Background: an optimization exercise with open tools, aiming at small area. Do not read the settings as production practice. At most, simulation tests tie the RTL to the original design; equivalence was not proved.

==> inputs of exp/yarrow <==
Design cim_node, start of the top module:
module cim_node #(
    parameter logic [1:0] NODE_ID = 2'd0
) (
    input  logic clk,
    input  logic rst_n,
    input  logic [3:0] bus_op,
    input  logic [47:0] bus_data,
    input  logic [1:0] bus_target_or_sender,
    output logic [3:0] bus_out_op,
    output logic [47:0] bus_out_data,
    output logic [1:0] bus_out_target_or_sender,
    output logic bus_drive,
    output logic is_ready
);
==> module cim_node, before the edit <==
module cim_node #(
    parameter logic [1:0] NODE_ID = 2'd0
) (
    input  logic clk,
    input  logic rst_n,
    input  logic [3:0] bus_op,
    input  logic [47:0] bus_data,
    input  logic [1:0] bus_target_or_sender,
    output logic [3:0] bus_out_op,
    output logic [47:0] bus_out_data,
    output logic [1:0] bus_out_target_or_sender,
    output logic bus_drive,
    output logic is_ready
);
    logic to_me;
    logic op_load_start;
    logic op_load;
    logic op_send;
    logic op_par_start;
    logic op_par;
    assign to_me = (bus_target_or_sender == NODE_ID);
    assign op_load_start = (bus_op == 4'd1);
    assign op_load = (bus_op == 4'd2);
    assign op_send = (bus_op == 4'd3) & to_me;
    assign op_par_start = (bus_op == 4'd5);
    assign op_par = (bus_op == 4'd6) & to_me;
    assign bus_out_target_or_sender = NODE_ID;
    logic [5:0] par_ptr;
    logic [1:0] par_lane;
    logic [15:0] lane_data;
    logic [15:0] kern [8];
    logic [15:0] bias;
    always_comb begin
        case (par_lane)
            2'd1: lane_data = bus_data[31:16];
            2'd2: lane_data = bus_data[47:32];
            default: lane_data = bus_data[15:0];
        endcase
    end
    always_ff @(posedge clk) begin
        if (op_par_start) begin
            par_ptr <= bus_data[5:0];
            par_lane <= 2'd0;
        end else if (op_par) begin
            par_ptr <= par_ptr + 6'd1;
            par_lane <= (par_lane == 2'd2) ? 2'd0 : par_lane + 2'd1;
        end
    end
    always_ff @(posedge clk) begin
        for (int j = 0; j < 8; j++) begin
            if (op_par && par_ptr == 6'(j)) kern[j] <= lane_data;
        end
        if (op_par && par_ptr == 6'd8) bias <= lane_data;
    end
    logic [4:0] wcnt;
    logic [7:0] ksel;
    logic [15:0] k_cur;
    logic [15:0] acc;
    logic [15:0] acc_base;
    logic [15:0] acc_next;
    logic [15:0] x_in;
    always_ff @(posedge clk) begin
        if (op_load_start) begin
            wcnt <= '0;
        end else if (op_load) begin
            wcnt <= wcnt + 5'd1;
        end
    end
    always_comb begin
        for (int j = 0; j < 8; j++) ksel[j] = (wcnt[2:0] == 3'(j));
        k_cur = '0;
        for (int j = 0; j < 8; j++) k_cur = k_cur | (kern[j] & {16{ksel[j]}});
    end
    assign acc_base = (op_load & ksel[0]) ? bias : acc;
    assign x_in = bus_data[15:0] & {16{op_load}};
    mac_engine u_mac (
        .x(x_in),
        .k(k_cur),
        .acc(acc_base),
        .y(acc_next)
    );
    always_ff @(posedge clk) begin
        acc <= acc_next;
    end
    logic [1:0] phase;
    logic [15:0] ring [4];
    logic ins_pend;
    logic ins;
    logic ready;
    assign ins = ins_pend & (phase == wcnt[4:3]);
    always_ff @(posedge clk) begin
        ring[0] <= ring[1];
        ring[1] <= ring[2];
        ring[2] <= ring[3];
        ring[3] <= ins ? acc : ring[0];
    end
    always_ff @(posedge clk) begin
        if (!rst_n) begin
            phase <= 2'd0;
            ins_pend <= 1'b0;
            ready <= 1'b0;
        end else begin
            phase <= phase + 2'd1;
            if (op_load && wcnt[2:0] == 3'd7) begin
                ins_pend <= 1'b1;
            end else if (ins) begin
                ins_pend <= 1'b0;
            end
            if (op_load_start) begin
                ready <= 1'b0;
            end else if (ins && wcnt[4:3] == 2'd0) begin
                ready <= 1'b1;
            end
        end
    end
    assign is_ready = ready;
    logic send_pend;
    logic [1:0] send_phase;
    logic lane1_on;
    logic lane0_on;
    logic send_fire;
    assign send_fire = send_pend & (phase == send_phase);
    always_ff @(posedge clk) begin
        if (op_send) begin
            send_phase <= bus_data[1:0] + bus_data[17:16] + 2'd1;
            lane1_on <= bus_data[17];
            lane0_on <= bus_data[17] & bus_data[16];
        end
    end
    always_ff @(posedge clk) begin
        if (!rst_n) begin
            send_pend <= 1'b0;
            bus_drive <= 1'b0;
        end else begin
            bus_drive <= send_fire;
            if (op_send) begin
                send_pend <= 1'b1;
            end else if (send_fire) begin
                send_pend <= 1'b0;
            end
        end
    end
    assign bus_out_op = {1'b0, bus_drive, 2'b00};
    assign bus_out_data = {ring[2], ring[1] & {16{lane1_on}}, ring[0] & {16{lane0_on}}};
endmodule
==> flow/config.mk <==
export PLATFORM = sky130hd
export DESIGN_NAME = cim_node
export DESIGN_NICKNAME = cim_node
export VERILOG_FILES = /design/flow/design.v
export SDC_FILE = /design/flow/constraint.sdc
export NUM_CORES = 4
export LEC_CHECK = 0
export ABC_AREA = 1
export CAP_MARGIN = 0
export CORE_MARGIN = 2
export CORE_UTILIZATION = 40
export PLACE_DENSITY = 0.6
export SLEW_MARGIN = 0
export SYNTH_HIERARCHICAL = 1
==> flow/constraint.sdc <==
create_clock -name core_clock -period 10.0 [get_ports {clk}]
set_input_delay 2.0000 -clock core_clock [delete_from_list [all_inputs] [get_ports {clk}]]
set_output_delay 2.0000 -clock core_clock [all_outputs]
set_load 0.01 [all_outputs]
standard.sh (not shown) runs the stock make flow with config.mk's settings and CLKGATE_MAP_FILE= SYNTH_SCRIPT=/design/flow/synth_recipe.tcl, a recipe that flattens the netlist after the stock synthesis.
==> flow/flow/run.sh <==
#!/bin/bash
# Own flow: the standard layout (standard.sh and its synthesis script),
# with these changes to how the layout is made:
#  - ABC maps for area only (map -a, twice) without its buffering and upsizing;
#  - Yosys's quick ABC pass before adder extraction is skipped for the
#    arithmetic module mac_engine only (it has no registers; the top module,
#    which holds every register, is synthesized exactly as before);
#    flip-flops are mapped before the final ABC runs, so the registers are unchanged;
#  - every port gets a buf_1 as its port buffer;
#  - the resizer may change a cell's footprint when it repairs slew and load;
#  - the clock tree uses clkbuf_8 on clusters of up to 16 sinks, with no dummy loads.
set -euo pipefail
here=$(pwd)
cp -r "$FLOW_HOME/scripts" "$here/scripts_abc"
printf 'strash\ndch\nmap -a\nstrash\ndch\nmap -a\ntopo\ndnsize -c\n' > "$here/scripts_abc/abc_area.script"
python3 - "$here/scripts_abc/synth.tcl" <<'PY'
import sys
p = sys.argv[1]
s = open(p).read()
old = "  synth -top $::env(DESIGN_NAME) -run fine: {*}$synth_full_args\n"
new = ("  synth -top $::env(DESIGN_NAME) -run fine:check -noabc {*}$synth_full_args\n"
       "  abc -fast $::env(DESIGN_NAME)\n"
       "  opt -fast\n"
       "  synth -top $::env(DESIGN_NAME) -run check: {*}$synth_full_args\n")
assert s.count(old) == 1
open(p, "w").write(s.replace(old, new))
PY
CTS="-sink_clustering_enable -repair_clock_nets -dont_use_dummy_load"
CTS="$CTS -buf_list sky130_fd_sc_hd__clkbuf_8"
CTS="$CTS -sink_clustering_size 16 -sink_clustering_max_diameter 80"
bash standard.sh \
  "SCRIPTS_DIR=$here/scripts_abc" \
  "BUFFER_PORTS_ARGS=-buffer_cell sky130_fd_sc_hd__buf_1" \
  "CTS_ARGS=$CTS" \
  "MATCH_CELL_FOOTPRINT=0" \
  finish > "$here/flow_make.log" 2>&1
test -f out/final.def
==> exp/harbor: changes against exp/yarrow <==
==> flow/flow/run.sh (replaced) <==
#!/bin/bash
# Own flow: the standard layout (standard.sh, unchanged synthesis), with
# small port buffers and a clock tree of smaller buffers without dummy loads.
# Every input and output port still gets its buffer; the clock still reaches
# the registers only through clock buffers.
set -euo pipefail
here=$(pwd)
log=$here/flow_make.log
CTS="-sink_clustering_enable -repair_clock_nets -dont_use_dummy_load"
CTS="$CTS -buf_list sky130_fd_sc_hd__clkbuf_8"
CTS="$CTS -sink_clustering_size 16 -sink_clustering_max_diameter 80"
bash standard.sh \
  "BUFFER_PORTS_ARGS=-buffer_cell sky130_fd_sc_hd__buf_1" \
  "CTS_ARGS=$CTS" \
  finish > "$log" 2>&1
test -f out/final.def
--- a/flow/config.mk
+++ b/flow/config.mk
@@ -10,5 +10,4 @@
 export CORE_MARGIN = 2
-export CORE_UTILIZATION = 40
-export PLACE_DENSITY = 0.6
+export CORE_UTILIZATION = 60
+export PLACE_DENSITY = 0.75
 export SLEW_MARGIN = 0
-export SYNTH_HIERARCHICAL = 1
==> exp/indigo: changes against exp/yarrow <==
--- a/flow/design.v
+++ b/flow/design.v
@@ -1066,3 +1066,3 @@
     logic [5:0] par_ptr;
-    logic [1:0] par_lane;
+    logic [2:0] par_lane;
     logic [15:0] lane_data;
@@ -1070,9 +1070,5 @@
     logic [15:0] bias;
-    always_comb begin
-        case (par_lane)
-            2'd1: lane_data = bus_data[31:16];
-            2'd2: lane_data = bus_data[47:32];
-            default: lane_data = bus_data[15:0];
-        endcase
-    end
+    assign lane_data = (bus_data[15:0] & {16{par_lane[0]}})
+                     | (bus_data[31:16] & {16{par_lane[1]}})
+                     | (bus_data[47:32] & {16{par_lane[2]}});
     always_ff @(posedge clk) begin
@@ -1080,6 +1076,6 @@
             par_ptr <= bus_data[5:0];
-            par_lane <= 2'd0;
+            par_lane <= 3'b001;
         end else if (op_par) begin
             par_ptr <= par_ptr + 6'd1;
-            par_lane <= (par_lane == 2'd2) ? 2'd0 : par_lane + 2'd1;
+            par_lane <= {par_lane[1:0], par_lane[2]};
         end
--- a/flow/flow/run.sh
+++ b/flow/flow/run.sh
@@ -3,3 +3,3 @@
 # with these changes to how the layout is made:
-#  - ABC maps for area only (map -a, twice) without its buffering and upsizing;
+#  - ABC maps for area only (map -a, four rounds) without its buffering and upsizing;
 #  - Yosys's quick ABC pass before adder extraction is skipped for the
@@ -9,3 +9,2 @@
 #  - every port gets a buf_1 as its port buffer;
-#  - the resizer may change a cell's footprint when it repairs slew and load;
 #  - the clock tree uses clkbuf_8 on clusters of up to 16 sinks, with no dummy loads.
@@ -14,3 +13,3 @@
 cp -r "$FLOW_HOME/scripts" "$here/scripts_abc"
-printf 'strash\ndch\nmap -a\nstrash\ndch\nmap -a\ntopo\ndnsize -c\n' > "$here/scripts_abc/abc_area.script"
+printf 'strash\ndch -f\nmap -a\nstrash\ndch -f\nmap -a\nstrash\ndch -f\nmap -a\nstrash\ndch -f\nmap -a\ntopo\ndnsize -c\n' > "$here/scripts_abc/abc_area.script"
 python3 - "$here/scripts_abc/synth.tcl" <<'PY'
@@ -34,3 +33,2 @@
   "CTS_ARGS=$CTS" \
-  "MATCH_CELL_FOOTPRINT=0" \
   finish > "$here/flow_make.log" 2>&1
==> qor summary <==
| quantity | exp/harbor | exp/yarrow | exp/indigo |
|---|---|---|---|
| Maximum fanout count along the critical path | 19 | 20 | 20 |
| Crit share post-route | 84.64% | 87.20% | 82.18% |
| # fillers | 2,080 | 3,283 | 3,234 |
| Area of the multi-input gates | 0.007810 sq mm | 0.006910 sq mm | 0.006793 sq mm |
| Initial antenna violation count | 1 | 0 | 1 |
| Routed via count divided by cell count | 5.591 | 5.419 | 5.361 |
| Maximum number of pins on one net before global-route repair | 33 | 34 | 34 |
| Wire length after detailed routing | 38,810 microns | 37,910 microns | 38,820 microns |
| Cell Rows | 58 | 68 | 68 |
| Cell type with the highest occurrence count on the critical path | nand2_1 | fa_1 | fa_1 |
| Clock tree sinks | 247 | 247 | 248 |
| Run status | complete, no violations | complete, no violations | complete, no violations |
No functional check of the RTL was part of exp/indigo.

separate check: timing with driven ports:
Ports are ideal in the flow. The routed layouts listed here were re-timed in OpenROAD.
Step 1 sets driving cells, clkbuf_16 on the clock port and buf_2 on the other inputs (assumed; they add their load-dependent delay and slew).
Step 2, shift: input delay + t, output delay - t, t = (earliest + latest rising clock arrival at the registers) / 2. This alone moves slack from input paths to output paths.
Slacks: no drivers / after step 1 / after step 2; pairs: no drivers / after step 1.
| run | t (ns) | slack for setup (ns) | worst hold slack (ns) | cell pins on the clock port's net |
|---|---|---|---|---|
| exp/yarrow | 0.572 | 1.280 / 1.298 / 0.726 | 0.333 / 0.333 / 0.333 | 1 |
| exp/harbor | 0.575 | 1.536 / 1.536 / 1.468 | 0.332 / 0.332 / 0.332 | 1 |
| exp/indigo | 0.576 | 1.782 / 1.810 / 1.234 | 0.331 / 0.331 / 0.331 | 1 |
After both steps setup and hold are still met in every run listed. The setup slack of exp/yarrow, which loses most, moves by +0.018 ns with the drivers and by -0.554 ns with both steps.
